Context: an optimization exercise on an open-source flow, tuned for small area, a short achievable clock period and few clock cycles per item. The choices shown serve that exercise and are no tape-out recipe.
Where RTL was checked, it was by simulation tests only, not by an equivalence proof against the original.
Function not checked in run 3: the RTL went through the layout flow alone.
Power figures rest on the tool's default switching activity, not on a simulated workload.

--- flow/run.sh ---
#!/bin/bash
# Standard layout with two changes:
#  - synthesis maps the logic with the ABC script in flow/abc_area.script
#    (a copy of ORFS's scripts folder with only that file replaced); the
#    registers are mapped before ABC runs, so they are the standard ones;
#  - plain buffers on the ports instead of the delay cells the port
#    buffering picks by default.
set -euo pipefail
here=$(pwd)
rm -rf "$here/scripts"
cp -r "$FLOW_HOME/scripts" "$here/scripts"
cp "$here/flow/abc_area.script" "$here/scripts/abc_area.script"
bash standard.sh SCRIPTS_DIR="$here/scripts" \
    BUFFER_PORTS_ARGS="-buffer_cell sky130_fd_sc_hd__buf_1" finish > standard.log 2>&1
--- flow/abc_area.script ---
strash
dch
map -a
topo
stime -c
buffer -c
upsize -c
dnsize -c
--- standard.sh ---
#!/bin/bash
# synth_recipe.tcl (not shown) runs the flow's synth.tcl, then flattens the netlist and writes it again
# the make line also repeats each setting of config.mk as NAME=value (left out here)
make -C /OpenROAD-flow-scripts/flow DESIGN_CONFIG=/design/flow/config.mk WORK_HOME=/design/flow/orfs CLKGATE_MAP_FILE= SYNTH_SCRIPT=/design/flow/synth_recipe.tcl "${@:-finish}"
--- config.mk ---
export PLATFORM = sky130hd
export DESIGN_NAME = fp_add_top
export DESIGN_NICKNAME = fp_add_top
export VERILOG_FILES = /design/flow/design.v
export SDC_FILE = /design/flow/constraint.sdc
export NUM_CORES = 4
export LEC_CHECK = 0
export ABC_AREA = 1
export CAP_MARGIN = 20
export CORE_MARGIN = 2
export CORE_UTILIZATION = 40
export SETUP_SLACK_MARGIN = 1.5
export SLEW_MARGIN = 20
--- constraint.sdc ---
create_clock -name core_clock -period 6.0 [get_ports {sys_clk}]
set_input_delay 1.2000 -clock core_clock [delete_from_list [all_inputs] [get_ports {sys_clk}]]
set_output_delay 1.2000 -clock core_clock [all_outputs]
set_load 0.01 [all_outputs]
--- design.v ---
`timescale 1ns/1ps
module fp_prefix_add #(
    parameter int W = 28,
    parameter int L = 5            
) (
    input  logic [W-1:0] a,
    input  logic [W-1:0] b,
    input  logic         cin,
    output logic [W-1:0] s
);
    logic [W-1:0] p, g, gg, gp;
    assign p = a ^ b;
    assign g = a & b;
    always_comb begin
        gg    = g;
        gp    = p;
        gg[0] = g[0] | (p[0] & cin);
        for (int l = 0; l < L; l++) begin
            for (int i = 0; i < W; i++) begin
                if (i[l]) begin
                    gg[i] = gg[i] | (gp[i] & gg[((i >> l) << l) - 1]);
                    gp[i] = gp[i] & gp[((i >> l) << l) - 1];
                end
            end
        end
    end
    assign s = p ^ {gg[W-2:0], cin};
endmodule
module fp_prefix_and #(
    parameter int W = 24,
    parameter int L = 5            
) (
    input  logic [W-1:0] a,
    output logic [W-1:0] y
);
    always_comb begin
        y = a;
        for (int l = 0; l < L; l++) begin
            for (int i = 0; i < W; i++) begin
                if (i[l]) begin
                    y[i] = y[i] & y[((i >> l) << l) - 1];
                end
            end
        end
    end
endmodule
`timescale 1ns/1ps
module fp_add_stage1 (
    input  logic [31:0] a,
    input  logic [31:0] b,
    input  logic        op,
    output logic [24:0] x,         
    output logic [27:0] y,         
    output logic [7:0]  e,
    output logic        sub,
    output logic        s,
    output logic        inf,
    output logic        nan
);
    logic [7:0]  ea, eb;
    logic [22:0] fa, fb;
    logic        sa, sb;
    logic        za, zb;
    logic [23:0] ma, mb;
    logic        maxa, maxb;
    logic        nan_a, nan_b, inf_a, inf_b;
    logic        a_lt;
    logic [8:0]  dab, dba;
    logic [7:0]  shift;
    logic [23:0] big_m;
    logic [23:0] small_m;
    logic [25:0] y_sh;
    logic [23:0] lost;
    logic        sticky;
    logic        far;
    assign sa = a[31];
    assign sb = b[31] ^ op;
    assign ea = a[30:23];
    assign eb = b[30:23];
    assign fa = a[22:0];
    assign fb = b[22:0];
    assign za = (ea == 8'd0);
    assign zb = (eb == 8'd0);
    assign ma = za ? 24'd0 : {1'b1, fa};
    assign mb = zb ? 24'd0 : {1'b1, fb};
    assign maxa  = (ea == 8'hFF);
    assign maxb  = (eb == 8'hFF);
    assign nan_a = maxa & (fa != 23'd0);
    assign nan_b = maxb & (fb != 23'd0);
    assign inf_a = maxa & (fa == 23'd0);
    assign inf_b = maxb & (fb == 23'd0);
    assign sub  = sa ^ sb;
    assign a_lt = {ea, fa} < {eb, fb};
    assign nan = nan_a | nan_b | (inf_a & inf_b & sub);
    assign inf = inf_a | inf_b;
    assign s   = inf ? (inf_a ? sa : sb) : (a_lt ? sb : sa);
    assign dab   = {1'b0, ea} - {1'b0, eb};
    assign dba   = {1'b0, eb} - {1'b0, ea};
    assign shift = dab[8] ? dba[7:0] : dab[7:0];
    assign big_m   = a_lt ? mb : ma;
    assign small_m = a_lt ? ma : mb;
    assign e       = a_lt ? eb : ea;
    assign far = shift[7:5] != 3'd0;
    always_comb begin
        for (int j = 0; j < 24; j++) begin
            lost[j] = far | (shift[4:0] > 5'(j + 2));
        end
    end
    assign y_sh   = far ? 26'd0 : ({small_m, 2'b00} >> shift[4:0]);
    assign sticky = |(small_m & lost);
    assign x = sub ? {big_m, 1'b0} : {1'b0, big_m};
    assign y = sub ? ~{y_sh, sticky, 1'b0} : {1'b0, y_sh, sticky};
endmodule
`timescale 1ns/1ps
module fp_add_stage2 (
    input  logic [24:0] x,
    input  logic [27:0] y,
    input  logic [7:0]  e,
    input  logic        sub,
    input  logic        s,
    input  logic        inf,
    input  logic        nan,
    output logic [31:0] result
);
    logic [27:0] sum;
    logic        top;              
    logic        rnd_t, rnd_u;     
    logic [24:0] ones;             
    logic [23:0] inc_t, inc_u;     
    logic        cy_t, cy_u;       
    logic [22:0] f_frac;
    logic        f_cy;
    logic [9:0]  f_exp;
    logic        f_ovf, f_unf;
    logic        near;
    logic [4:0]  lz;
    logic [25:0] n_sh;
    logic [9:0]  n_exp;
    fp_prefix_add #(.W(28)) u_add (
        .a   ({x, 3'b000}),
        .b   (y),
        .cin (sub),
        .s   (sum)
    );
    assign top   = sum[27];
    assign rnd_t = sum[3] & (sum[4] | sum[2] | sum[1] | sum[0]);
    assign rnd_u = sum[2] & (sum[3] | sum[1] | sum[0]);
    logic [23:0] ones4;            
    fp_prefix_and #(.W(24)) u_ones (
        .a (sum[27:4]),
        .y (ones4)
    );
    assign ones[0] = sum[3];
    assign ones[24:1] = ones4 & {24{sum[3]}};
    always_comb begin
        inc_t[0] = sum[4] ^ rnd_t;
        inc_u[0] = sum[3] ^ rnd_u;
        for (int k = 1; k < 24; k++) begin
            inc_t[k] = sum[k+4] ^ (rnd_t & ones4[k-1]);
            inc_u[k] = sum[k+3] ^ (rnd_u & ones[k-1]);
        end
    end
    assign cy_t = rnd_t & ones4[23];
    assign cy_u = rnd_u & ones[23];
    assign f_frac = top ? inc_t[22:0] : inc_u[22:0];
    assign f_cy   = top ? cy_t : cy_u;
    logic [9:0] eb0, eb1, eb2;
    logic [2:0] ov, un;
    assign eb0 = {2'b00, e} - {9'd0, sub};
    assign eb1 = eb0 + 10'd1;
    assign eb2 = eb0 + 10'd2;
    assign ov  = {eb2 >= 10'd255, eb1 >= 10'd255, eb0 >= 10'd255};
    assign un  = {eb2 == 10'd0, eb1 == 10'd0, (eb0 == 10'd0) | eb0[9]};
    always_comb begin
        case ({top, f_cy})
            2'b00:   begin f_exp = eb0; f_ovf = ov[0]; f_unf = un[0]; end
            2'b11:   begin f_exp = eb2; f_ovf = ov[2]; f_unf = un[2]; end
            default: begin f_exp = eb1; f_ovf = ov[1]; f_unf = un[1]; end
        endcase
    end
    assign near = ~(sum[27] | sum[26]);
    logic [31:0] lz_in;
    logic [15:0] v1;
    logic [7:0]  v2;
    logic [3:0]  v3;
    logic [1:0]  v4;
    logic [15:0] z1;
    logic [15:0] z2;
    logic [11:0] z3;
    logic [7:0]  z4;
    assign lz_in = {sum[25:0], 6'b111111};
    always_comb begin
        for (int g = 0; g < 16; g++) begin
            v1[g] = lz_in[2*g+1] | lz_in[2*g];
            z1[g] = ~lz_in[2*g+1];
        end
        for (int g = 0; g < 8; g++) begin
            v2[g]          = v1[2*g+1] | v1[2*g];
            z2[2*g+1]      = ~v1[2*g+1];
            z2[2*g]        = v1[2*g+1] ? z1[2*g+1] : z1[2*g];
        end
        for (int g = 0; g < 4; g++) begin
            v3[g]          = v2[2*g+1] | v2[2*g];
            z3[3*g+2]      = ~v2[2*g+1];
            z3[3*g+:2]     = v2[2*g+1] ? z2[4*g+2+:2] : z2[4*g+:2];
        end
        for (int g = 0; g < 2; g++) begin
            v4[g]          = v3[2*g+1] | v3[2*g];
            z4[4*g+3]      = ~v3[2*g+1];
            z4[4*g+:3]     = v3[2*g+1] ? z3[6*g+3+:3] : z3[6*g+:3];
        end
        lz = v4[1] ? {1'b0, z4[7:4]} : {1'b1, z4[3:0]};
    end
    assign n_sh  = sum[25:0] << lz;
    assign n_exp = {2'b00, e} - 10'd2 - {5'd0, lz};
    logic [25:0] n_win;
    logic        n_unf;
    always_comb begin
        for (int i = 0; i < 26; i++) begin
            n_win[i] = ({2'b00, e} > 10'(27 - i));
        end
    end
    assign n_unf = ~|(sum[25:0] & n_win);
    always_comb begin
        if (nan) begin
            result = 32'hFFFF_FFFF;
        end else if (inf) begin
            result = {s, 8'hFF, 23'd0};
        end else if (near) begin
            if (sum[25:0] == 26'd0) begin
                result = 32'd0;
            end else if (n_unf) begin
                result = {s, 31'd0};
            end else begin
                result = {s, n_exp[7:0], n_sh[24:2]};
            end
        end else if (f_ovf) begin
            result = {s, 8'hFF, 23'd0};
        end else if (f_unf) begin
            result = {s, 31'd0};
        end else begin
            result = {s, f_exp[7:0], f_frac};
        end
    end
endmodule
`timescale 1ns/1ps
module fp_add_top (
    input  logic        sys_clk,
    input  logic        sys_rst_n,
    input  logic [31:0] data1_in,
    input  logic [31:0] data2_in,
    input  logic        op,
    input  logic        trig,
    output logic [31:0] data_out,
    output logic        vld
);
    logic        busy;
    logic        accept;
    logic [24:0] x_d, x_q;         
    logic [27:0] y_d, y_q;         
    logic [7:0]  e_d, e_q;         
    logic        sub_d, sub_q;     
    logic        s_d, s_q;         
    logic        inf_d, inf_q;     
    logic        nan_d, nan_q;     
    logic [31:0] result;
    assign accept = trig & ~busy;
    fp_add_stage1 u_s1 (
        .a   (data1_in),
        .b   (data2_in),
        .op  (op),
        .x   (x_d),
        .y   (y_d),
        .e   (e_d),
        .sub (sub_d),
        .s   (s_d),
        .inf (inf_d),
        .nan (nan_d)
    );
    always_ff @(posedge sys_clk) begin
        x_q   <= x_d;
        y_q   <= y_d;
        e_q   <= e_d;
        sub_q <= sub_d;
        s_q   <= s_d;
        inf_q <= inf_d;
        nan_q <= nan_d;
    end
    fp_add_stage2 u_s2 (
        .x      (x_q),
        .y      (y_q),
        .e      (e_q),
        .sub    (sub_q),
        .s      (s_q),
        .inf    (inf_q),
        .nan    (nan_q),
        .result (result)
    );
    always_ff @(posedge sys_clk or negedge sys_rst_n) begin
        if (!sys_rst_n) begin
            busy     <= 1'b0;
            vld      <= 1'b0;
            data_out <= '0;
        end else begin
            busy <= accept;
            vld  <= busy;
            if (busy) begin
                data_out <= result;
            end
        end
    end
endmodule
==> flow_metrics.tcl, run 1 <==
set metrics [dict create \
    run_status "timing/DRC/antenna clean" \
    grt_pass1_vias 13700 \
    synthCells 1938 \
    vias_per_cell 5.65 \
    rsz0062_at_grt "yes" \
    path_clk_slew_ns 0.08 \
    critPathLaunchType "flip-flop" \
    cp_slowest_cell "fa_2" \
    drc 0 \
    synth_edf_count 0 \
    ioPinCount 101 \
    worst_slack_ns 1.35 \
    cts_hold_buf 0 \
    numCtsBuffers 9 \
    grt_first_pass_wirelength_microns 71800 \
    clock_sinks 99 \
    initial_utilization_pct 40.9 \
    wl_microns 46700 \
    p_leak_uw 0.00710 \
    grtUsageTotal_pct 29.1 \
    ir_drop_uv 231 \
    hpwl_microns 34600 \
    use_met3_pct 2.99 \
    arrival_ns 4.94 \
    power_density_mw_per_mm2 468 \
    nNetsFinal 2337 \
    syn_to_final_growth_pct 38.9 \
    io_buffers 100 \
    worstSkewPairLatency_ns 0.37 \
    overflow 0 \
    globalRouteMet2Util_pct 50.2 \
    cp_top_family "compound AO/OA/AOI/OAI gates" \
    max_freq_mhz 215 \
    dr.pass1.iters 6 \
    synth_fp_nets 2097 \
    worstSetupPathType "flip-flop to flip-flop" \
    seq_area_frac_synth_pct 18.2 \
    cp.required_ns 6.29 \
    yosysTopAreaCellShare_pct 12.2 \
    ant_nets 0 \
    synth_seq_cells 99 \
    hp-class "flip-flop to flip-flop" \
    pre_cts_ws_ns 0.196 \
    synth_area_leader_cell "nand2_1" \
    cp_num_buf_inv 5 \
    htreeDepth 3 \
    synthArstFlopShare_pct 34.3 \
    cts_buffer_depth 2 \
    syn_area_sq_mm 0.0118 \
    grt_use_met1_pct 35.3 \
    grt_busiest_layer "met2" \
    critPathMaxStageDelay_ns 0.37 \
    fp.dieW_microns 176 \
    grt_max_degree 43 \
    ys.flop_type "dfxtp_1" \
    final_util_pct 56.9 \
    path_max_fanout 6 \
    cts_tree "yes" \
    drive_gt1_share_pct 29.0 \
    drv_slew 0 \
    setup_viol 0 \
    synth.area.top_cells "nand2_1 (12%), dfxtp_1 (11%), ha_1 (9.0%)" \
    maxCapViolations 0 \
    fin_skew_ns 0.0119 \
    core_area_sq_mm 0.0289 \
    fin_setup_tns_ns 0 \
    routabilityCongestion 0.981 \
    relSlewSlack_pct 44.0 \
    rows 62 \
    timing.final.crit_period_ns 4.65 \
    avgSynthCellArea_sq_um 6.10 \
    root_buffer "clkbuf_16" \
    fin_crit_sh_pct 77.4 \
    ys_types 74 \
    die_h_microns 176 \
    worst_pin_slew_ns 0.840 \
    diodes 0 \
    detail_route.iter0.violations 1133 \
    antenna_found_initial 0 \
    hold_viol_final 0 \
    critPathCaptureType "flip-flop" \
    via_count 14500 \
    wl_per_cell_microns 18.2 \
    die_area_sq_mm 0.0309 \
    yosysWarningCount 5 \
]
logic make-up after synthesis:
logic type,synth area share (%)
AOI/OAI and AO/OA,27.7
and+or+nand+nor,29.0
xor gates and xnor gates,2.77
buffers and inverters,11.7
muxes,0.593
DFF,18.2
adders and majority gates,10.0
worst register-to-register path, delay by kind of cell, from the launching register on:
| kind | cells | cell delay, ns |
|---|---|---|
| AO/OA/AOI/OAI | 8 | 1.46 |
| XOR/XNOR | 2 | 0.30 |
| adder cells (fa/ha/maj) | 4 | 0.94 |
| buffers and inverters | 5 | 0.62 |
| flip-flops | 1 | 0.33 |
| AND/OR/NAND/NOR | 9 | 0.90 |
registers in the layout (all words and copies together) (netlist names):
register  cells
data_out     32
y_q          28
x_q          25
e_q           8
busy          1
inf_q         1
nan_q         1
s_q           1
sub_q         1
vld           1
cells in the mapped netlist, types with 9 or more instances:
cell,count
nand2_1,383
inv_1,241
nor2_1,235
o21ai_0,183
a21oi_1,120
ha_1,85
dfxtp_1,65
o21ai_1,63
nand3_1,60
clkbuf_1,56
o22ai_1,52
nor3_1,37
dfrtp_1,34
inv_2,27
a31oi_1,26
xor2_1,23
nor4_1,19
nand4_1,16
o211ai_1,15
buf_2,12
o221ai_1,12
a22oi_1,11
o31ai_1,10
or2_2,10
a211oi_1,9
nand2_2,9
cell type report:
type,instances,area (sq um)
repair buffers,303,2310
multi-input cells,1486,9990
well taps,384,480
inverters,276,1140
fillers,2816,12400
flip-flops and latches,99,2170
repair inverters,3,18.8
clock inverters,7,72.6
clock buffers,9,225
per-stage QoR:
step | power [uW] | cells | cell area, sq um | hold WS, ns
after CTS | 6760 | 2497 | 14700 | 0.510
after floorplan | 4220 | 1938 | 12000 | 0.352
after global routing | 8260 | 2567 | 16400 | 0.521
after global placement | 5430 | 2380 | 12800 | 0.482
after detailed placement | 5420 | 2380 | 12800 | 0.492
final | 7680 | 2567 | 16400 | 0.513
timing repair:
| action | 4_1_cts | 5_1_grt |
|---|---|---|
| gates cloned | 2 | 6 |
| pin swaps | 84 | 129 |
| buffers inserted | 99 | 64 |
| gates resized for setup | 219 | 323 |
| endpoints found under the setup margin | 59 | 67 |
layout by cell type (no fill, tap or decap), types with 22 or more instances in the layout:
cell type  synthesis  layout
a21oi_1          120     105
a31oi_1           26      23
buf_1              3      82
buf_4              1     162
buf_6              5      34
dfrtp_1           34      33
dfxtp_1           65      56
ha_1              85      62
inv_1            241     193
inv_2             27      55
nand2_1          383     359
nand2_2            9      26
nand3_1           60      51
nor2_1           235     192
nor2_2             4      28
nor2_4             3      22
nor3_1            37      28
o21ai_0          183     108
o21ai_1           63      84
o21ai_2            1      50
o22ai_1           52      29
path summary, 6_finish.rpt:
check / startpoint / endpoint / slack [ns] / cells after the start
worst max-delay path: x_q[10]$_DFF_P_ / data_out[30]$_DFFE_PN0P_ / 1.35 / 28
worst min-delay path: data_out[19]$_DFFE_PN0P_ / data_out[19]$_DFFE_PN0P_ / 0.51 / 2
worst max register to register: x_q[10]$_DFF_P_ / data_out[30]$_DFFE_PN0P_ / 1.35 / 28
worst min register to register: data_out[19]$_DFFE_PN0P_ / data_out[19]$_DFFE_PN0P_ / 0.51 / 2
max in group asynchronous: sys_rst_n / busy$_DFF_PN0_ / 4.51 / 1
min in group asynchronous: sys_rst_n / data_out[30]$_DFFE_PN0P_ / 0.92 / 1
layer usage:
metal	part of all wire (%)	vias up
li1	-	7062
met1	41	6654
met2	47	596
met3	5.3	185
met4	6.2	0
met5	0	-
power by group:
part	internal [uW]	leakage [uW]	switching, uW
combinational	2360	0.00603	3770
sequential	845	0.000925	114
clock	294	0.000147	296
total	3500	0.00710	4180
Testbench counts, summed over its fixed seeds: cycles 16,000, items 8,000.
==> run 2: changes to the inputs <==
==> flow/run.sh (replaced) <==
#!/bin/bash
# Standard layout with three changes:
#  - synthesis maps the logic with the ABC script in flow/abc_area.script;
#  - synthesis leaves the adders to ABC instead of extracting full and half
#    adder cells first (flow/synth_no_fa.py edits a copy of synth.tcl);
#    the registers are mapped before either step, so they are the standard
#    ones;
#  - plain buffers on the ports instead of the delay cells the port
#    buffering picks by default.
# Both script changes go into a copy of ORFS's scripts folder.
set -euo pipefail
here=$(pwd)
rm -rf "$here/scripts"
cp -r "$FLOW_HOME/scripts" "$here/scripts"
cp "$here/flow/abc_area.script" "$here/scripts/abc_area.script"
python3 "$here/flow/synth_no_fa.py" "$here/scripts/synth.tcl" > synth_no_fa.log 2>&1
bash standard.sh SCRIPTS_DIR="$here/scripts" \
    BUFFER_PORTS_ARGS="-buffer_cell sky130_fd_sc_hd__buf_1" finish > standard.log 2>&1
==> flow/synth_no_fa.py (new file) <==
# Removes the full/half adder extraction from a copy of ORFS's synth.tcl.
import sys

path = sys.argv[1]
text = open(path).read()
old = """  # extract the full adders
  extract_fa {*}[dont_use_extract_fa_args]
  dont_use_lower_left_out_adders
  # map full adders
  techmap -map $::env(ADDER_MAP_FILE)
  techmap"""
if old not in text:
    sys.exit("adder extraction block not found in " + path)
open(path, "w").write(text.replace(old, "  techmap"))
print("removed adder extraction from", path)
==> run 2 against run 1 <==
Effect of this change: cell area is 4.0% lower; sequential cell count stayed put; combinational power is 8.6% lower; critical path depth is 10 higher; clock skew is 0.013 ns higher; sequential power hardly changed; total power is 6.2% lower; largest power group unchanged; synthesized cell count is 6.0% higher; first-iteration DRC count is 48% higher; wire length is 4.6% higher; via count is 5.9% higher.
==> flow_metrics.tcl, run 2 <==
set metrics [dict create \
    grt_pass1_vias 14000 \
    critPathLaunchType "flip-flop" \
    cp_slowest_cell "dfxtp_2" \
    drive_gt1_share_pct 25.6 \
    synthSimpleGateAreaFrac_pct 35.6 \
    core_area_sq_mm 0.0280 \
    arrival_ns 4.97 \
    switching_share_pct 55.3 \
    hold_viol_final 0 \
    max_freq_mhz 215 \
    largest_register_ffs 32 \
    cp.required_ns 6.32 \
    synth_adder_area_share_pct 0.0982 \
    dr.pass1.iters 6 \
    yosysTopAreaCellShare_pct 12.6 \
    detail_route.iter0.violations 1679 \
    drc 0 \
    synth_edf_count 0 \
    synth-compound-area-share_pct 30.2 \
    worst_pin_slew_ns 0.819 \
    critPathCaptureType "flip-flop" \
    wl_microns 48900 \
    io_buffers 100 \
    hpwl_microns 35700 \
    finalNonFillerCells 2672 \
    routabilityCongestion 1.04 \
    path_clk_slew_ns 0.09 \
    vias_per_cell 5.75 \
    synth_top_family_by_area "simple AND/OR/NAND/NOR gates" \
    cp_num_buf_inv 12 \
    cp_top_family "simple AND/OR/NAND/NOR gates" \
    run_status "timing/DRC/antenna clean" \
    fin_crit_sh_pct 77.5 \
    timing.final.crit_period_ns 4.65 \
    synthArstFlopShare_pct 34.3 \
    synth_seq_cells 99 \
    htreeDepth 3 \
    numCtsBuffers 9 \
    die_h_microns 173 \
    dp_cells 2493 \
    maxCapViolations 0 \
    diodes 0 \
    p_leak_uw 0.00693 \
    cts_tree "yes" \
    grt_first_pass_wirelength_microns 74100 \
    holdCritStartpoint "data_out[9]$_DFFE_PN0P_" \
    rsz0062_at_grt "yes" \
    critPathLaunch "y_q[0]$_SDFF_PN1_" \
    ys.flop_type "dfxtp_1" \
    ant_nets 0 \
    avgSynthCellArea_sq_um 5.58 \
    final_cell_mix "nand2_1 (357), nor2_1 (320), inv_1 (233)" \
    synth_area_leader_cell "nand2_1" \
    clock_sinks 99 \
    synth_xor_area_share_pct 2.26 \
    ys_types 76 \
    top_regs "data_out: 32 flops, y_q: 28 flops, x_q: 25 flops" \
    worstSkewPairLatency_ns 0.37 \
    cts_buffer_depth 2 \
    path_common_cell "nor2_4" \
    grtUsageTotal_pct 30.5 \
    wl_per_cell_microns 18.3 \
    fp.dieW_microns 173 \
    ioPinCount 101 \
    rows 61 \
    overflow 0 \
    antenna_found_initial 0 \
    worstSetupPathType "flip-flop to flip-flop" \
    hp-class "flip-flop to flip-flop" \
    final_common_cell "nand2_1" \
    synthCells 2054 \
    synth_mux_area_share_pct 0.262 \
    seq_area_frac_synth_pct 18.8 \
    power_density_mw_per_mm2 457 \
    p_seq_share_pct 13.3 \
    via_count 15400 \
    top_register "data_out" \
    nNetsFinal 2357 \
    synth_fp_nets 2122 \
    p_sw_uw 3980 \
    critPathMaxStageDelay_ns 0.35 \
    power_frac_comb_pct 77.7 \
    synth.area.top_cells "nand2_1 (13%), nor2_1 (12%), dfxtp_1 (11%)" \
    initial_utilization_pct 40.9 \
    fin_setup_tns_ns 0 \
    synth_most_common_cell "nand2_1" \
    relSlewSlack_pct 45.4 \
    drv_slew 0 \
    syn_to_final_growth_pct 37.5 \
    setup_viol 0 \
    yosys-top-cells-count "nand2_1 (385), nor2_1 (374), inv_1 (270), o21ai_0 (212), a21oi_1 (135)" \
    die_area_sq_mm 0.0300 \
    fin_skew_ns 0.0248 \
    path_max_fanout 8 \
    reg2reg_from "y_q[0]$_SDFF_PN1_" \
    p_int_uw 3220 \
    cts_hold_buf 0 \
    yosysWarningCount 5 \
    clkPwrFrac_pct 9.0 \
    grt_max_degree 56 \
    syn_area_sq_mm 0.0115 \
    ir_drop_uv 253 \
    root_buffer "clkbuf_16" \
]
run 2: final timing paths:
path / to / slack [ns] / depth (start not counted)
setup / recovery: data_out[9]$_DFFE_PN0P_ / 1.35 / 38
hold / removal: data_out[9]$_DFFE_PN0P_ / 0.49 / 1
setup reg to reg: data_out[9]$_DFFE_PN0P_ / 1.35 / 38
hold reg to reg: data_out[9]$_DFFE_PN0P_ / 0.49 / 1
max in group asynchronous: data_out[0]$_DFFE_PN0P_ / 4.56 / 1
min in group asynchronous: data_out[27]$_DFFE_PN0P_ / 0.91 / 1
run 2: through the flow:
step	hold WS (ns)	util, %	power, uW	setup WS, ns	area, sq um
3_3_place_gp	0.459	43.9	4940	0.318	12300
6_report	0.489	56.3	7200	1.35	15800
3_5_place_dp	0.474	43.9	4930	0.347	12300
2_1_floorplan	0.352	-	3770	1.56	11500
4_1_cts	0.494	50.5	6330	1.41	14100
5_1_grt	0.520	56.3	7660	0.998	15800
run 2: area by class of cell:
cell class	count	area [sq um]
repair buffers	293	2120
fillers	2795	12300
clock inverters	7	108
flip-flops and latches	99	2160
multi-input cells	1575	9440
well taps	378	473
repair inverters	2	12.5
clock buffers	9	225
inverters	309	1220
run 2: power groups by stage:
stage / registers, uW / clock network (uW) / logic [uW]
4_1_cts: 958 / 659 / 4720
2_1_floorplan: 994 / 0 / 2780
3_5_place_dp: 972 / 0 / 3960
6_report: 957 / 645 / 5600
5_1_grt: 984 / 681 / 5990
3_3_place_gp: 966 / 0 / 3970
run 2: routing by layer:
layer	vias up	wire length, microns	track usage [%]
li1	7339	-	-
met1	7075	19900	37.9
met2	753	22500	50.2
met3	187	3090	3.44
met4	0	3380	19.4
met5	-	0	0
run 2: kinds of logic (layout without fill, tap and decap cells):
group                    after synthesis  in the layout
flip-flops                            99             99
AO/OA/AOI/OAI                        590            591
AND/OR/NAND/NOR                      951            953
buffers and inverters                383            620
adder cells (fa/ha/maj)                1              1
XOR/XNOR                              27             27
multiplexers                           3              3
run 2: timing repair:
item	in CTS	in global routing
gates cloned	5	3
setup endpoints to repair	59	74
endpoints found under the hold margin	0	0
buffers inserted	81	74
pin swaps	47	126
resized for setup	198	313
==> run 3: changes to the inputs <==
--- a/design.v
+++ b/design.v
@@ -46,2 +46,37 @@
 endmodule
+module fp_lzc32 (
+    input  logic [31:0] a,
+    output logic [4:0]  n
+);
+    logic [15:0] v1;
+    logic [7:0]  v2;
+    logic [3:0]  v3;
+    logic [1:0]  v4;
+    logic [15:0] z1;
+    logic [15:0] z2;
+    logic [11:0] z3;
+    logic [7:0]  z4;
+    always_comb begin
+        for (int g = 0; g < 16; g++) begin
+            v1[g] = a[2*g+1] | a[2*g];
+            z1[g] = ~a[2*g+1];
+        end
+        for (int g = 0; g < 8; g++) begin
+            v2[g]      = v1[2*g+1] | v1[2*g];
+            z2[2*g+1]  = ~v1[2*g+1];
+            z2[2*g]    = v1[2*g+1] ? z1[2*g+1] : z1[2*g];
+        end
+        for (int g = 0; g < 4; g++) begin
+            v3[g]      = v2[2*g+1] | v2[2*g];
+            z3[3*g+2]  = ~v2[2*g+1];
+            z3[3*g+:2] = v2[2*g+1] ? z2[4*g+2+:2] : z2[4*g+:2];
+        end
+        for (int g = 0; g < 2; g++) begin
+            v4[g]      = v3[2*g+1] | v3[2*g];
+            z4[4*g+3]  = ~v3[2*g+1];
+            z4[4*g+:3] = v3[2*g+1] ? z3[6*g+3+:3] : z3[6*g+:3];
+        end
+        n = v4[1] ? {1'b0, z4[7:4]} : {1'b1, z4[3:0]};
+    end
+endmodule
 `timescale 1ns/1ps
@@ -72,3 +107,2 @@
     logic [25:0] y_sh;
-    logic [23:0] lost;
     logic        sticky;
@@ -102,10 +136,18 @@
     assign e       = a_lt ? eb : ea;
-    assign far = shift[7:5] != 3'd0;
+    logic [4:0]  tz_a, tz_b, tz_s;
+    logic [31:0] rev_a, rev_b;
     always_comb begin
+        rev_a = '1;
+        rev_b = '1;
         for (int j = 0; j < 24; j++) begin
-            lost[j] = far | (shift[4:0] > 5'(j + 2));
+            rev_a[31-j] = ma[j];
+            rev_b[31-j] = mb[j];
         end
     end
+    fp_lzc32 u_tz_a (.a(rev_a), .n(tz_a));
+    fp_lzc32 u_tz_b (.a(rev_b), .n(tz_b));
+    assign far  = shift[7:5] != 3'd0;
+    assign tz_s = a_lt ? tz_a : tz_b;
     assign y_sh   = far ? 26'd0 : ({small_m, 2'b00} >> shift[4:0]);
-    assign sticky = |(small_m & lost);
+    assign sticky = (far & (small_m != 24'd0)) | ({1'b0, shift[4:0]} > {1'b0, tz_s} + 6'd2);
     assign x = sub ? {big_m, 1'b0} : {1'b0, big_m};
==> flow/run.sh (replaced) <==
#!/bin/bash
# Standard layout, with plain buffers on the ports instead of the delay
# cells the port buffering picks by default.
set -euo pipefail
bash standard.sh BUFFER_PORTS_ARGS="-buffer_cell sky130_fd_sc_hd__buf_1" finish > standard.log 2>&1
removed: flow/abc_area.script
removed: flow/synth_no_fa.py
==> run 3 against run 2 <==
Effect of this change: worst hold slack lost 0.00064 ns; utilization decreased by 8.2 points; first-iteration DRC count is 12% lower; largest power group unchanged; total power increased by 1.9%; synthesized cell count grew 12%.
==> flow_metrics.tcl, run 3 <==
set metrics [dict create \
    numCtsBuffers 9 \
    synthArstFlopShare_pct 34.3 \
    critPathCaptureType "flip-flop" \
    via_count 16100 \
    diodes 0 \
    core_area_sq_mm 0.0326 \
    clock_sinks 99 \
    worstSetupPathType "flip-flop to flip-flop" \
    hpwl_microns 38700 \
    overflow 0 \
    ys_types 66 \
    seq_area_frac_synth_pct 16.2 \
    root_buffer "clkbuf_16" \
    rows 66 \
    antenna_found_initial 2 \
    grtUsageTotal_pct 27.7 \
    die_area_sq_mm 0.0346 \
    cts_buffer_depth 2 \
    cts_tree "yes" \
    synth_most_common_cell "nand2_1" \
    total_power_uw 7340 \
    synth_top_family_by_area "simple AND/OR/NAND/NOR gates" \
    fin_setup_tns_ns 0 \
    max_freq_mhz 228 \
    relSlewSlack_pct 34.8 \
    path_clk_slew_ns 0.07 \
    synth_edf_count 0 \
    critPathMaxStageDelay_ns 0.38 \
    p_leak_uw 0.00759 \
    synth_area_leader_cell "nand2_1" \
    htreeDepth 3 \
    synth_adder_area_share_pct 9.49 \
    cp.required_ns 6.25 \
    detail_route.iter0.violations 1482 \
    synthCells 2297 \
    power_density_mw_per_mm2 468 \
    hold_viol_final 0 \
    final_cell_mix "nand2_1 (663), nand3_1 (316), inv_1 (202)" \
    synth_mux_area_share_pct 0.0755 \
    synth_seq_cells 99 \
    synth_fp_nets 2462 \
    critPathLaunchType "flip-flop" \
    final_common_cell "nand2_1" \
    fp.dieW_microns 186 \
    wl_per_cell_microns 17.3 \
    worst_pin_slew_ns 0.978 \
    syn_area_sq_mm 0.0133 \
    initial_utilization_pct 40.6 \
    wl_microns 49700 \
    ys.flop_type "dfxtp_1" \
    die_h_microns 186 \
    run_status "timing/DRC/antenna clean" \
    multi_input_area_sq_mm 0.0105 \
    fin_skew_ns 0.0102 \
    cp_slowest_cell "fa_2" \
    synth_xor_area_share_pct 2.49 \
    arrival_ns 4.64 \
    synthSimpleGateAreaFrac_pct 46.3 \
    maxCapViolations 0 \
    cts_hold_buf 0 \
    seq_area_sq_mm 0.00217 \
    avgSynthCellArea_sq_um 5.77 \
    yosysTopAreaCellShare_pct 19.2 \
    routabilityCongestion 0.994 \
    ir_drop_uv 206 \
    drive_gt1_share_pct 14.8 \
    drv_slew 0 \
    top_regs "data_out: 32 flops, y_q: 28 flops, x_q: 25 flops" \
    grt_pass1_vias 14500 \
    timing.final.crit_period_ns 4.39 \
    setup_viol 0 \
    top_register "data_out" \
    yosys-top-cells-count "nand2_1 (678), nand3_1 (324), inv_1 (224), nor2_1 (215), o21ai_0 (123)" \
    fin_crit_sh_pct 73.1 \
    ioPinCount 101 \
    dr.pass1.iters 8 \
    io_buffers 100 \
    ant_nets 0 \
    path_common_cell "nand2_1" \
    drc 0 \
    nFillCells 3487 \
    syn_to_final_growth_pct 18.2 \
    synth-compound-area-share_pct 15.5 \
    grt_first_pass_wirelength_microns 76200 \
    rsz0062_at_grt "yes" \
    grt_max_degree 72 \
    vias_per_cell 5.62 \
    worstSkewPairLatency_ns 0.37 \
    synth.area.top_cells "nand2_1 (19%), nand3_1 (12%), dfxtp_1 (9.8%)" \
    largest_register_ffs 32 \
    yosysWarningCount 6 \
    hp-class "flip-flop to flip-flop" \
    nNetsFinal 2588 \
    path_max_fanout 3 \
]
-- run 3: changes by cell type after synthesis, sizes merged, moves of 17 or more --
cell,change
nand2,+319
nand3,+271
nor2,-160
o21ai,-116
ha,+91
inv,-54
o22ai,-44
a31oi,-18
a22oi,-17
-- run 3: per-stage QoR --
stage	hold WS [ns]	instance area, sq um	util (%)	setup slack [ns]	instances
2_1_floorplan	0.352	13300	-	1.50	2297
3_3_place_gp	0.457	14100	43.2	0.839	2785
5_1_grt	0.528	15700	48.1	1.41	2870
4_1_cts	0.493	14800	45.4	1.46	2823
6_report	0.488	15700	48.1	1.61	2870
3_5_place_dp	0.475	14100	43.2	0.750	2785
-- run 3: logic make-up after synthesis --
family          after synthesis
flops                        99
simple gates               1368
xor+xnor                     36
buf+inv                     334
compound gates              362
fa+ha+maj                    97
mux                           1
-- run 3: worst paths after layout --
kind                                            end  slack, ns               startpoint  cells past startpoint
hold reg to reg             data_out[4]$_DFFE_PN0P_       0.49  data_out[4]$_DFFE_PN0P_                      2
max in group asynchronous   data_out[9]$_DFFE_PN0P_       4.57                sys_rst_n                      1
setup / recovery           data_out[30]$_DFFE_PN0P_       1.61           y_q[9]$_DFF_P_                     31
min in group asynchronous  data_out[25]$_DFFE_PN0P_       0.92                sys_rst_n                      1
setup reg to reg           data_out[30]$_DFFE_PN0P_       1.61           y_q[9]$_DFF_P_                     31
hold / removal              data_out[4]$_DFFE_PN0P_       0.49  data_out[4]$_DFFE_PN0P_                      2
-- run 3: power breakdown --
group	switching [uW]	internal, uW	total (uW)
Clock	290	294	585
Sequential	129	864	993
Combinational	3860	1900	5760
Total	4280	3060	7340
-- run 3: layout make-up --
class,instances,area share (%)
timing repair inverter,1,0.0479
clock buffer,9,1.44
multi-input combinational,1866,67.2
inverter,257,6.28
tap,442,3.53
clock inverter,7,0.423
timing repair buffer,189,7.21
sequential,99,13.9
-- run 3: worst max-delay path: cells and delay by family, from the launching register on --
family	cells	cell delay (ns)
adders and majority gates	5	1.39
and+or+nand+nor	17	1.38
AOI/OAI and AO/OA	3	0.52
DFF	1	0.37
xor gates and xnor gates	2	0.32
buffers and inverters	4	0.30
-- run 3: what timing repair did --
action,4_1_cts,5_1_grt
setup buffers,21,41
pin swaps,21,52
cloned,1,6
setup endpoints to repair,50,84
gates resized for setup,51,134
-- run 3: metal layers --
metal	track usage [%]	vias up	wire length (microns)
met5	0	-	26
met4	8.16	4	1870
met3	3.60	124	3030
met2	48.7	678	23500
met1	35.2	7434	21200
li1	-	7878	-
==> run 4: changes to the inputs <==
--- a/design.v
+++ b/design.v
@@ -46,36 +46,26 @@
 endmodule
-module fp_lzc32 (
-    input  logic [31:0] a,
-    output logic [4:0]  n
+module fp_prefix_sum #(
+    parameter int W = 28,
+    parameter int L = 5            
+) (
+    input  logic [W-1:0] p,
+    input  logic [W-1:0] g,
+    input  logic         cin,
+    output logic [W-1:0] s
 );
-    logic [15:0] v1;
-    logic [7:0]  v2;
-    logic [3:0]  v3;
-    logic [1:0]  v4;
-    logic [15:0] z1;
-    logic [15:0] z2;
-    logic [11:0] z3;
-    logic [7:0]  z4;
+    logic [W-1:0] gg, gp;
     always_comb begin
-        for (int g = 0; g < 16; g++) begin
-            v1[g] = a[2*g+1] | a[2*g];
-            z1[g] = ~a[2*g+1];
-        end
-        for (int g = 0; g < 8; g++) begin
-            v2[g]      = v1[2*g+1] | v1[2*g];
-            z2[2*g+1]  = ~v1[2*g+1];
-            z2[2*g]    = v1[2*g+1] ? z1[2*g+1] : z1[2*g];
-        end
-        for (int g = 0; g < 4; g++) begin
-            v3[g]      = v2[2*g+1] | v2[2*g];
-            z3[3*g+2]  = ~v2[2*g+1];
-            z3[3*g+:2] = v2[2*g+1] ? z2[4*g+2+:2] : z2[4*g+:2];
-        end
-        for (int g = 0; g < 2; g++) begin
-            v4[g]      = v3[2*g+1] | v3[2*g];
-            z4[4*g+3]  = ~v3[2*g+1];
-            z4[4*g+:3] = v3[2*g+1] ? z3[6*g+3+:3] : z3[6*g+:3];
+        gg    = g;
+        gp    = p;
+        gg[0] = g[0] | (p[0] & cin);
+        for (int l = 0; l < L; l++) begin
+            for (int i = 0; i < W; i++) begin
+                if (i[l]) begin
+                    gg[i] = gg[i] | (gp[i] & gg[((i >> l) << l) - 1]);
+                    gp[i] = gp[i] & gp[((i >> l) << l) - 1];
+                end
+            end
         end
-        n = v4[1] ? {1'b0, z4[7:4]} : {1'b1, z4[3:0]};
     end
+    assign s = p ^ {gg[W-2:0], cin};
 endmodule
@@ -86,4 +76,4 @@
     input  logic        op,
-    output logic [24:0] x,         
-    output logic [27:0] y,         
+    output logic [27:0] p,         
+    output logic [27:0] g,         
     output logic [7:0]  e,
@@ -107,2 +97,3 @@
     logic [25:0] y_sh;
+    logic [23:0] lost;
     logic        sticky;
@@ -136,20 +127,16 @@
     assign e       = a_lt ? eb : ea;
-    logic [4:0]  tz_a, tz_b, tz_s;
-    logic [31:0] rev_a, rev_b;
+    assign far = shift[7:5] != 3'd0;
     always_comb begin
-        rev_a = '1;
-        rev_b = '1;
         for (int j = 0; j < 24; j++) begin
-            rev_a[31-j] = ma[j];
-            rev_b[31-j] = mb[j];
+            lost[j] = far | (shift[4:0] > 5'(j + 2));
         end
     end
-    fp_lzc32 u_tz_a (.a(rev_a), .n(tz_a));
-    fp_lzc32 u_tz_b (.a(rev_b), .n(tz_b));
-    assign far  = shift[7:5] != 3'd0;
-    assign tz_s = a_lt ? tz_a : tz_b;
     assign y_sh   = far ? 26'd0 : ({small_m, 2'b00} >> shift[4:0]);
-    assign sticky = (far & (small_m != 24'd0)) | ({1'b0, shift[4:0]} > {1'b0, tz_s} + 6'd2);
+    assign sticky = |(small_m & lost);
+    logic [24:0] x;
+    logic [27:0] y;
     assign x = sub ? {big_m, 1'b0} : {1'b0, big_m};
     assign y = sub ? ~{y_sh, sticky, 1'b0} : {1'b0, y_sh, sticky};
+    assign p = {x, 3'b000} ^ y;
+    assign g = {x, 3'b000} & y;
 endmodule
@@ -157,4 +144,4 @@
 module fp_add_stage2 (
-    input  logic [24:0] x,
-    input  logic [27:0] y,
+    input  logic [27:0] p,         
+    input  logic [27:0] g,
     input  logic [7:0]  e,
@@ -180,5 +167,5 @@
     logic [9:0]  n_exp;
-    fp_prefix_add #(.W(28)) u_add (
-        .a   ({x, 3'b000}),
-        .b   (y),
+    fp_prefix_sum #(.W(28)) u_add (
+        .p   (p),
+        .g   (g),
         .cin (sub),
@@ -300,4 +287,4 @@
     logic        accept;
-    logic [24:0] x_d, x_q;         
-    logic [27:0] y_d, y_q;         
+    logic [27:0] p_d, p_q;         
+    logic [27:0] g_d, g_q;         
     logic [7:0]  e_d, e_q;         
@@ -313,4 +300,4 @@
         .op  (op),
-        .x   (x_d),
-        .y   (y_d),
+        .p   (p_d),
+        .g   (g_d),
         .e   (e_d),
@@ -322,4 +309,4 @@
     always_ff @(posedge sys_clk) begin
-        x_q   <= x_d;
-        y_q   <= y_d;
+        p_q   <= p_d;
+        g_q   <= g_d;
         e_q   <= e_d;
@@ -331,4 +318,4 @@
     fp_add_stage2 u_s2 (
-        .x      (x_q),
-        .y      (y_q),
+        .p      (p_q),
+        .g      (g_q),
         .e      (e_q),
==> flow/run.sh (replaced) <==
#!/bin/bash
# Standard layout, with plain buffers on the ports instead of the delay
# cells the port buffering picks by default.
set -euo pipefail
bash standard.sh BUFFER_PORTS_ARGS="-buffer_cell sky130_fd_sc_hd__buf_1" SKIP_GATE_CLONING=1 finish > standard.log 2>&1
--- a/config.mk
+++ b/config.mk
@@ -11,3 +11,3 @@
 export CORE_UTILIZATION = 40
-export SETUP_SLACK_MARGIN = 1.5
+export SETUP_SLACK_MARGIN = 1.75
 export SLEW_MARGIN = 20
==> run 4 against run 3 <==
Effect of this change: still clean; non-clock buffer count rose by 29; sequential power is 8% higher; global-route usage is 0.47 points higher; final cell count decreased by 2.4%; count of clock-buffer cells in the layout unchanged; sequential share of layout area is 0.54 points lower; sequential cell count shrank 1; area after synthesis fell by 3.2%; combinational power fell by 2%; critical path type is now input pin to flip-flop; critical endpoint is now p_q[18]$_DFF_P_; highest routed layer is now met4.
==> flow_metrics.tcl, run 4 <==
set metrics [dict create \
    run_status "timing/DRC/antenna clean" \
    drive_gt1_share_pct 18.3 \
    rsz0062_at_grt "yes" \
    largest_register_ffs 32 \
    cts_tree "yes" \
    top_regs "data_out: 32 flops, p_q: 28 flops, g_q: 24 flops" \
    io_buffers 100 \
    core_area_sq_mm 0.0316 \
    ioPinCount 101 \
    top_register "data_out" \
    yosysWarningCount 5 \
    hpwl_microns 37600 \
    wl_met3_microns 3600 \
    cp_num_buf_inv 7 \
    avgSynthCellArea_sq_um 5.73 \
    fin_setup_tns_ns 0 \
    crit_chain "buf_8 -> inv_6 -> ha_4 -> nand2_4 -> nor3_4 -> nand4_1 -> nor4b_2 -> nand3_1 -> nand2_2 -> buf_12 -> buf_16 -> buf_8 -> clkinvlp_4 -> a21oi_4 -> nand2_1 -> o21ai_2 -> nor2_1 -> buf_4 -> nand2_1 -> nand2_1 -> nand2_2 -> nand2_1 -> o21ai_2 -> ha_2" \
    grt_max_degree 55 \
    nNetsFinal 2552 \
    detail_route.iter0.violations 1654 \
    drv_slew 0 \
    multi_input_area_sq_mm 0.0104 \
    worstRegToRegCells 30 \
    rows 65 \
    cp_top_family "simple AND/OR/NAND/NOR gates" \
    synthCells 2240 \
    fin_crit_sh_pct 71.1 \
    p_leak_uw 0.00773 \
    timing.final.crit_period_ns 4.27 \
    setup_viol 0 \
    antenna_found_initial 0 \
    path_common_cell "nand2_1" \
    synth_edf_count 0 \
    final_common_cell "nand2_1" \
    dr.pass1.iters 8 \
    syn_to_final_growth_pct 25.1 \
    cp_num_cells 24 \
    seq_area_frac_synth_pct 16.6 \
    hold_viol_final 0 \
    wl_met1_microns 20800 \
    ys.flop_type "dfxtp_1" \
    synth_seq_cells 98 \
    yosysTopAreaCellShare_pct 18.3 \
    hold_depth 2 \
    relSlewSlack_pct 39.1 \
    path_clk_slew_ns 0.07 \
    drc 0 \
    critPathLaunchType "input pin" \
    path_max_fanout 6 \
    grt_pass1_vias 14600 \
    initial_utilization_pct 40.7 \
    syn_area_sq_mm 0.0128 \
    wl_per_cell_microns 17.7 \
    synth_most_common_cell "nand2_1" \
    die_area_sq_mm 0.0335 \
    ant_nets 0 \
    final_util_pct 50.9 \
    via_count 16000 \
    synth_fp_nets 2399 \
    worstSetupPathType "input pin to flip-flop" \
    fp.dieW_microns 183 \
    cp_slowest_cell "nor4b_2" \
    nFillCells 3263 \
    critPathCaptureType "flip-flop" \
    synthArstFlopShare_pct 34.7 \
    synth.area.top_cells "nand2_1 (18%), nand3_1 (11%), dfxtp_1 (10%)" \
    critPathMaxStageDelay_ns 0.31 \
    grtUsageTotal_pct 28.2 \
    maxUsedRoutingLayer "met4" \
    ir_drop_uv 174 \
    seq_area_sq_mm 0.00214 \
    hp-class "flip-flop to flip-flop" \
    htreeDepth 3 \
    arrival_ns 4.50 \
    clock_sinks 98 \
    overflow 0 \
    routabilityCongestion 1.00 \
    die_h_microns 183 \
    fin_skew_ns 0.0139 \
    grt_first_pass_wirelength_microns 75800 \
    maxCapViolations 0 \
    power_density_mw_per_mm2 453 \
    worst_pin_slew_ns 0.907 \
    numCtsBuffers 9 \
    wl_met2_microns 22700 \
    ys_types 57 \
    worstSkewPairLatency_ns 0.36 \
    yosys-top-cells-count "nand2_1 (626), inv_1 (274), nand3_1 (270), nor2_1 (183), o21ai_0 (158)" \
    synth_area_leader_cell "nand2_1" \
    cts_buffer_depth 2 \
    diodes 0 \
    wl_microns 49700 \
    cts_hold_buf 0 \
    vias_per_cell 5.70 \
    final_cell_mix "nand2_1 (583), nand3_1 (250), inv_1 (238)" \
    cp.required_ns 6.24 \
    max_freq_mhz 234 \
    root_buffer "clkbuf_16" \
]
==> run 4: logic make-up (layout without fill, tap and decap cells) <==
kind of cell | Yosys count | in the layout | synth area share, %
and+or+nand+nor | 1251 | 1251 | 43.8
DFF | 98 | 98 | 16.6
xor gates and xnor gates | 29 | 29 | 2.04
adders and majority gates | 91 | 91 | 9.04
muxes | 1 | 1 | 0.0780
AOI/OAI and AO/OA | 401 | 401 | 17.1
buffers and inverters | 369 | 527 | 11.3
==> run 4: power breakdown <==
part           leakage, uW  internal [uW]  switching, uW  total, uW
registers         0.000913            881            189       1070
logic              0.00667           1870           3760       5630
clock network     0.000143            289            275        564
total              0.00773           3040           4220       7270
==> run 4: worst paths after layout <==
kind                                              start                        to  slack (ns)
min in group asynchronous                     sys_rst_n  data_out[27]$_DFFE_PN0P_        0.92
worst max register to register            sub_q$_DFF_P_  data_out[29]$_DFFE_PN0P_        1.84
worst min-delay path            data_out[7]$_DFFE_PN0P_   data_out[7]$_DFFE_PN0P_        0.48
worst max-delay path                       data1_in[28]           p_q[18]$_DFF_P_        1.73
max in group asynchronous                     sys_rst_n  data_out[10]$_DFFE_PN0P_        4.58
worst min register to register  data_out[7]$_DFFE_PN0P_   data_out[7]$_DFFE_PN0P_        0.48
==> run 4: cell type report <==
cell class,count,share of cell area [%]
Timing Repair Buffer,218,9.49
Multi-Input combinational cell,1773,65.0
Inverter,293,7.25
Tap cell,402,3.13
Clock buffer,9,1.40
Sequential cell,98,13.3
Clock inverter,7,0.358
==> run 4: worst register-to-register path, delay by kind of cell, from the launching register on <==
kind,cells,cell delay (ns)
adder cells (fa/ha/maj),5,1.04
AND/OR/NAND/NOR,15,1.51
buffers and inverters,4,0.38
flip-flops,1,0.35
AO/OA/AOI/OAI,4,0.52
XOR/XNOR,2,0.25
==> run 4: metrics by stage <==
stage	setup slack, ns	hold WS (ns)	instances	total power [uW]	cell area (sq um)
after detailed placement	0.661	0.463	2689	5800	13600
after floorplan	1.73	0.352	2240	4470	12900
final	1.73	0.477	2800	7270	16100
after global routing	1.57	0.495	2800	7870	16100
after CTS	1.74	0.480	2739	6660	14600
after global placement	0.710	0.454	2689	5790	13600
==> run 4: what timing repair did <==
action	in CTS	in global routing
gates resized for setup	104	257
cloned	0	0
endpoints found under the setup margin	83	82
pin swaps	24	78
setup buffers	34	61
==> run 4: per-layer routing <==
layer / GRT usage, % / up-vias
li1: - / 7763
met1: 36.3 / 7279
met2: 46.5 / 757
met3: 3.44 / 170
met4: 14.3 / 0
met5: 0 / -
Testbench counts of run 4, summed over its fixed seeds: cycles 16,000, items 8,000.
==> run 5: changes to the inputs <==
--- a/config.mk
+++ b/config.mk
@@ -10,4 +10,4 @@
 export CORE_MARGIN = 2
-export CORE_UTILIZATION = 40
-export SETUP_SLACK_MARGIN = 1.75
+export CORE_UTILIZATION = 55
+export SETUP_SLACK_MARGIN = 1.5
 export SLEW_MARGIN = 20
==> run 5 against run 4 <==
Effect of this change: wire length down 2.5%; non-clock buffer count down 33; utilization is 14 points higher; critical path type is now flip-flop to flip-flop.
==> flow_metrics.tcl, run 5 <==
set metrics [dict create \
    top_register "data_out" \
    synth_edf_count 0 \
    largest_register_ffs 32 \
    worstSkewPairLatency_ns 0.37 \
    die_h_microns 157 \
    synth.area.top_cells "nand2_1 (18%), nand3_1 (11%), dfxtp_1 (10%)" \
    worst_pin_slew_ns 0.826 \
    synth_fp_nets 2399 \
    cts_hold_buf 0 \
    htreeDepth 3 \
    arrival_ns 4.70 \
    ioPinCount 101 \
    grt_pass1_vias 14600 \
    hp-class "flip-flop to flip-flop" \
    grt_max_degree 55 \
    grt_first_pass_wirelength_microns 75000 \
    path_clk_slew_ns 0.08 \
    overflow 0 \
    nFillCells 2164 \
    synthCells 2240 \
    ir_drop_uv 209 \
    drc 0 \
    synth_seq_cells 98 \
    rows 55 \
    core_area_sq_mm 0.0228 \
    critPathCaptureType "flip-flop" \
    final_cell_mix "nand2_1 (612), nand3_1 (267), inv_1 (265)" \
    drive_gt1_share_pct 11.8 \
    synth_most_common_cell "nand2_1" \
    via_count 16000 \
    hold_viol_final 0 \
    cts_tree "yes" \
    root_buffer "clkbuf_16" \
    wl_per_cell_microns 18.1 \
    run_status "timing/DRC/antenna clean" \
    fp.dieW_microns 157 \
    initial_utilization_pct 56.4 \
    final_util_pct 65.3 \
    p_leak_uw 0.00738 \
    fin_setup_tns_ns 0 \
    yosysTopAreaCellShare_pct 18.3 \
    vias_per_cell 5.97 \
    maxUsedRoutingLayer "met4" \
    ys.flop_type "dfxtp_1" \
    cp.required_ns 6.29 \
    io_buffers 100 \
    diodes 0 \
    antenna_found_initial 0 \
    fin_crit_sh_pct 73.6 \
    critPathLaunchType "flip-flop" \
    reg2reg_slack_ns 1.58 \
    nNetsFinal 2519 \
    syn_area_sq_mm 0.0128 \
    numCtsBuffers 9 \
    cts_buffer_depth 2 \
    seq_area_frac_synth_pct 16.6 \
    rsz0062_at_grt "yes" \
    grtUsageTotal_pct 38.4 \
    hpwl_microns 36800 \
    ant_nets 0 \
    syn_to_final_growth_pct 15.8 \
    yosys-top-cells-count "nand2_1 (626), inv_1 (274), nand3_1 (270), nor2_1 (183), o21ai_0 (158)" \
    wl_met2_microns 22500 \
    final_common_cell "nand2_1" \
    yosysWarningCount 5 \
    power_density_mw_per_mm2 475 \
    synth_area_leader_cell "nand2_1" \
    worstSetupPathType "flip-flop to flip-flop" \
    synthArstFlopShare_pct 34.7 \
    max_freq_mhz 226 \
    wl_met3_microns 4100 \
    die_area_sq_mm 0.0246 \
    dr.pass1.iters 7 \
    fin_skew_ns 0.0180 \
    wl_microns 48500 \
    timing.final.crit_period_ns 4.42 \
    relSlewSlack_pct 44.8 \
    routabilityCongestion 1.03 \
    detail_route.iter0.violations 1898 \
    clock_sinks 98 \
    wl_met1_microns 18400 \
    ys_types 57 \
    top_regs "data_out: 32 flops, p_q: 28 flops, g_q: 24 flops" \
    setup_viol 0 \
    avgSynthCellArea_sq_um 5.73 \
    path_max_fanout 13 \
    drv_slew 0 \
    maxCapViolations 0 \
]
-- run 5: cell counts after synthesis --
No cell type changed its count.
-- run 5: area by class of cell --
class                           count  area (sq um)  share of cell area [%]
Sequential cell                    98          2140                    14.4
Clock inverter                      6          65.1                   0.437
Clock buffer                       10           250                    1.68
Tap cell                          313           392                    2.63
Inverter                          293          1130                    7.60
Multi-Input combinational cell   1773          9840                    66.1
Timing Repair Buffer              185          1060                    7.13
-- run 5: logic make-up after synthesis --
group	Yosys count	share of synthesized area, %
flops	98	16.6
mux	1	0.0780
xor+xnor	29	2.04
buf+inv	369	11.3
fa+ha+maj	91	9.04
simple gates	1251	43.8
compound gates	401	17.1
-- run 5: critical path, cell delays in order, from the launching register on --
cell	delay (ns)
dfxtp_2	0.34
ha_4	0.16
ha_2	0.18
nand3_2	0.06
nand2_2	0.08
nand2_2	0.08
nand3_4	0.09
nand2_4	0.10
nand2_8	0.08
ha_4	0.18
nor2_4	0.13
xnor2_4	0.17
buf_4	0.16
inv_2	0.07
nor2_1	0.29
nand3_1	0.18
nor3_4	0.32
nand3_4	0.19
nand2_2	0.15
nor2_1	0.08
nor2_4	0.26
nand2_4	0.22
o31ai_2	0.41
nand2_1	0.15
a21oi_1	0.17
-- run 5: power by group --
part / internal [uW] / switching, uW / leakage (uW) / total [uW]
Clock: 320 / 303 / 0.000155 / 623
Sequential: 879 / 183 / 0.000912 / 1060
Combinational: 1720 / 3670 / 0.00632 / 5380
-- run 5: worst paths after layout --
| check | start | end | depth (start not counted) |
|---|---|---|---|
| max | sub_q$_DFF_P_ | data_out[2]$_DFFE_PN0P_ | 24 |
| min | s_q$_DFF_P_ | data_out[31]$_DFFE_PN0P_ | 2 |
| max reg2reg | sub_q$_DFF_P_ | data_out[2]$_DFFE_PN0P_ | 24 |
| min reg2reg | s_q$_DFF_P_ | data_out[31]$_DFFE_PN0P_ | 2 |
| max in group asynchronous | sys_rst_n | data_out[6]$_DFFE_PN0P_ | 1 |
| min in group asynchronous | sys_rst_n | data_out[27]$_DFFE_PN0P_ | 1 |
-- run 5: per-stage QoR --
step	setup WS (ns)	power, uW	hold slack (ns)	area, sq um	cells
after floorplan	1.56	4420	0.352	12800	2240
after global placement	0.635	5700	0.454	13500	2600
after detailed placement	0.573	5740	0.457	13500	2600
after CTS	1.47	6550	0.473	14100	2634
after global routing	1.42	7630	0.507	14900	2678
final	1.58	7070	0.473	14900	2678
-- run 5: routing by layer --
metal	global-route usage (%)	vias to the layer above
met1	45.4	7185
met2	64.9	906
met3	5.70	206
li1	-	7696
met5	0	-
met4	24.2	0
-- run 5: what timing repair did --
action / CTS / global route
setup endpoints to repair: 74 / 75
setup buffers: 18 / 44
gates resized for setup: 46 / 96
pin swaps: 9 / 37
==> run 6: changes to the inputs <==
--- a/config.mk
+++ b/config.mk
@@ -10,3 +10,3 @@
 export CORE_MARGIN = 2
-export CORE_UTILIZATION = 55
+export CORE_UTILIZATION = 40
 export SETUP_SLACK_MARGIN = 1.5
==> run 6 against run 5 <==
Effect of this change: die area is 36% higher; utilization decreased by 18 points; final cell count is 2.6% higher; sequential power about the same; worst hold slack gained 0.0037 ns; sequential share of layout area up 0.10 points; total power shrank 2.0%; critical path depth decreased by 3; critical path type is now input pin to flip-flop; largest cell class unchanged.
==> flow_metrics.tcl, run 6 <==
set metrics [dict create \
    run_status "timing/DRC/antenna clean" \
    top_regs "data_out: 32 flops, p_q: 28 flops, g_q: 24 flops" \
    final_cell_mix "nand2_1 (614), nand3_1 (266), inv_1 (262)" \
    pre_cts_ws_ns 0.574 \
    antenna_found_initial 0 \
    path_max_fanout 22 \
    hp-class "flip-flop to flip-flop" \
    seq_area_sq_mm 0.00214 \
    yosys-top-cells-count "nand2_1 (626), inv_1 (274), nand3_1 (270), nor2_1 (183), o21ai_0 (158)" \
    worstSkewPairLatency_ns 0.36 \
    grtUsageTotal_pct 27.9 \
    ioPinCount 101 \
    core_area_sq_mm 0.0316 \
    synth.area.top_cells "nand2_1 (18%), nand3_1 (11%), dfxtp_1 (10%)" \
    wl_per_cell_microns 17.4 \
    yosysWarningCount 5 \
    holdCritStartpoint "data_out[13]$_DFFE_PN0P_" \
    dr.pass1.iters 6 \
    wl_microns 47900 \
    cts_buffer_depth 2 \
    cp_top_family "simple AND/OR/NAND/NOR gates" \
    arrival_ns 4.55 \
    multi_input_area_sq_mm 0.00976 \
    overflow 0 \
    critPathLaunch "data1_in[28]" \
    synth_edf_count 0 \
    critPathMaxStageDelay_ns 0.31 \
    setup_viol 0 \
    synth_area_leader_cell "nand2_1" \
    worst_slack_ns 1.70 \
    worstSetupPathType "input pin to flip-flop" \
    synth_seq_cells 98 \
    cp_slowest_cell "ha_4" \
    initial_utilization_pct 40.7 \
    dp_cells 2690 \
    total_power_uw 6920 \
    htreeDepth 3 \
    synthArstFlopShare_pct 34.7 \
    vias_per_cell 5.62 \
    syn_area_sq_mm 0.0128 \
    largest_register_ffs 32 \
    io_buffers 100 \
    hold_viol_final 0 \
    relSlewSlack_pct 44.6 \
    drv_slew 0 \
    detail_route.iter0.violations 1464 \
    timing.final.crit_period_ns 4.30 \
    die_h_microns 183 \
    synthCells 2240 \
    synth_most_common_cell "nand2_1" \
    rsz0062_at_grt "yes" \
    avgSynthCellArea_sq_um 5.73 \
    crit_chain "buf_1 -> inv_1 -> ha_4 -> nand2_1 -> nor3_4 -> nand4_1 -> nor4b_2 -> nand3_1 -> nand2_4 -> nand2_1 -> buf_6 -> o22ai_1 -> nand2_1 -> nand2_1 -> nand2_1 -> nand3_1 -> nand3_1 -> a21oi_2 -> nand3_1 -> and2_1 -> ha_1" \
    ys_types 57 \
    numCtsBuffers 9 \
    fp.dieW_microns 183 \
    cts_hold_buf 0 \
    top_register "data_out" \
    yosysTopAreaCellShare_pct 18.3 \
    drc 0 \
    fin_crit_sh_pct 71.6 \
    ir_drop_uv 231 \
    cts_tree "yes" \
    cp_num_buf_inv 3 \
    cp.required_ns 6.25 \
    via_count 15400 \
    grt_pass1_vias 14300 \
    reg2reg_from "sub_q$_DFF_P_" \
    die_area_sq_mm 0.0335 \
    max_freq_mhz 233 \
    holdWs_ns 0.476 \
    clock_sinks 98 \
    synth_fp_nets 2399 \
    root_buffer "clkbuf_16" \
    grt_first_pass_wirelength_microns 74900 \
    critPathCaptureType "flip-flop" \
    diodes 0 \
    maxCapViolations 0 \
    fin_setup_tns_ns 0 \
    worst_pin_slew_ns 0.831 \
    nNetsFinal 2500 \
    nFillCells 3494 \
    final_common_cell "nand2_1" \
    fin_skew_ns 0.0128 \
    critPathLaunchType "input pin" \
    path_clk_slew_ns 0.07 \
    path_common_cell "nand2_1" \
    p_leak_uw 0.00729 \
    hpwl_microns 37400 \
    ant_nets 0 \
    syn_to_final_growth_pct 15.1 \
    grt_max_degree 55 \
    routabilityCongestion 0.988 \
    finalNonFillerCells 2748 \
    drive_gt1_share_pct 11.0 \
    ys.flop_type "dfxtp_1" \
    power_density_mw_per_mm2 469 \
    rows 65 \
    seq_area_frac_synth_pct 16.6 \
]
-- run 6: cell types whose count changed in the layout (fill, tap and decap cells not counted), sizes merged --
cell / change
buf: -20
bufinv: +2
clkbuf: +1
clkinv: -4
clkinvlp: +2
-- run 6: kinds of logic (layout without fill, tap and decap cells) --
kind of cell | Yosys count | after routing | share of synthesized area [%]
muxes | 1 | 1 | 0.0780
adders and majority gates | 91 | 91 | 9.04
xor gates and xnor gates | 29 | 29 | 2.04
AOI/OAI and AO/OA | 401 | 401 | 17.1
DFF | 98 | 98 | 16.6
buffers and inverters | 369 | 475 | 11.3
and+or+nand+nor | 1251 | 1251 | 43.8
-- run 6: power breakdown --
group	switching (uW)	leakage [uW]	internal, uW
clock	256	0.000158	368
sequential	170	0.000913	880
combinational	3620	0.00622	1630
total	4050	0.00729	2880
-- run 6: metrics by stage --
step / instance area [sq um] / utilization (%)
final: 14800 / 46.8
after global routing: 14800 / 46.8
after CTS: 14200 / 45.1
after detailed placement: 13600 / 43.0
after global placement: 13600 / 43.0
after floorplan: 12800 / -
-- run 6: cell type report --
type | instances | share of cell area, %
clock buffers | 10 | 1.55
clock inverters | 6 | 0.601
inverters | 293 | 7.72
multi-input cells | 1773 | 66.0
flip-flops and latches | 98 | 14.5
well taps | 402 | 3.40
repair buffers | 166 | 6.22
-- run 6: path summary, 6_finish.rpt --
path	end	slack [ns]	cells after the start
max	p_q[5]$_DFF_P_	1.70	21
min	data_out[13]$_DFFE_PN0P_	0.48	2
min in group asynchronous	data_out[27]$_DFFE_PN0P_	0.93	1
max in group asynchronous	data_out[5]$_DFFE_PN0P_	4.55	1
max reg2reg	data_out[30]$_DFFE_PN0P_	1.75	28
min reg2reg	data_out[13]$_DFFE_PN0P_	0.48	2
-- run 6: routing by layer --
layer  share of wire (%)  track usage (%)  vias to the layer above
li1                    -                -                     7649
met1                  43             35.7                     7001
met2                  46             47.3                      667
met3                 6.7             3.49                      124
met4                 4.8             12.2                        0
met5                   0                0                        -
-- run 6: tightest hold or removal path, stage by stage (launching register included) --
cell     delay, ns
dfrtp_1       0.35
o21ai_1       0.06
inv_1         0.04
-- run 6: repair_timing --
item / 4_1_cts / 5_1_grt
resized for setup: 55 / 80
buffers inserted: 18 / 24
endpoints found under the hold margin: 0 / 0
pin swaps: 11 / 23
endpoints found under the setup margin: 62 / 78

## afterwards: timing with drivers on the ports
In the flow no input, the clock included, has a driving cell. The finished layouts below were timed again as built, in two steps. Step 1 (the two cells are an assumption about what drives the block):
set clk [get_ports {sys_clk}]
set_driving_cell -lib_cell sky130_fd_sc_hd__clkbuf_16 $clk
set_driving_cell -lib_cell sky130_fd_sc_hd__buf_2 [delete_from_list [all_inputs] $clk]
Step 2 moves the port delays by t, midway between the first and last clock arrival at a register: inputs arrive t later, outputs are due t later. That takes back most of the time a late clock gives input paths. a / b / c = ideal / step 1 / step 2; a / b = the first two.
run | shift t [ns] | slack for setup (ns) | latest minus earliest clock arrival (ns)
run 1 | 0.413 | 1.354 / 1.354 / 1.018 | 0.012 / 0.013
run 2 | 0.413 | 1.347 / 1.347 / 1.045 | 0.025 / 0.025
run 3 | 0.406 | 1.614 / 1.614 / 1.257 | 0.014 / 0.013
run 4 | 0.402 | 1.732 / 1.728 / 1.326 | 0.015 / 0.014
run 5 | 0.408 | 1.584 / 1.584 / 1.220 | 0.018 / 0.018
run 6 | 0.407 | 1.703 / 1.731 / 1.323 | 0.012 / 0.013
After both steps setup and hold are still met in every run listed. For run 4, which loses most, drivers alone change the setup slack by -0.004 ns; drivers and shift together by -0.406 ns.
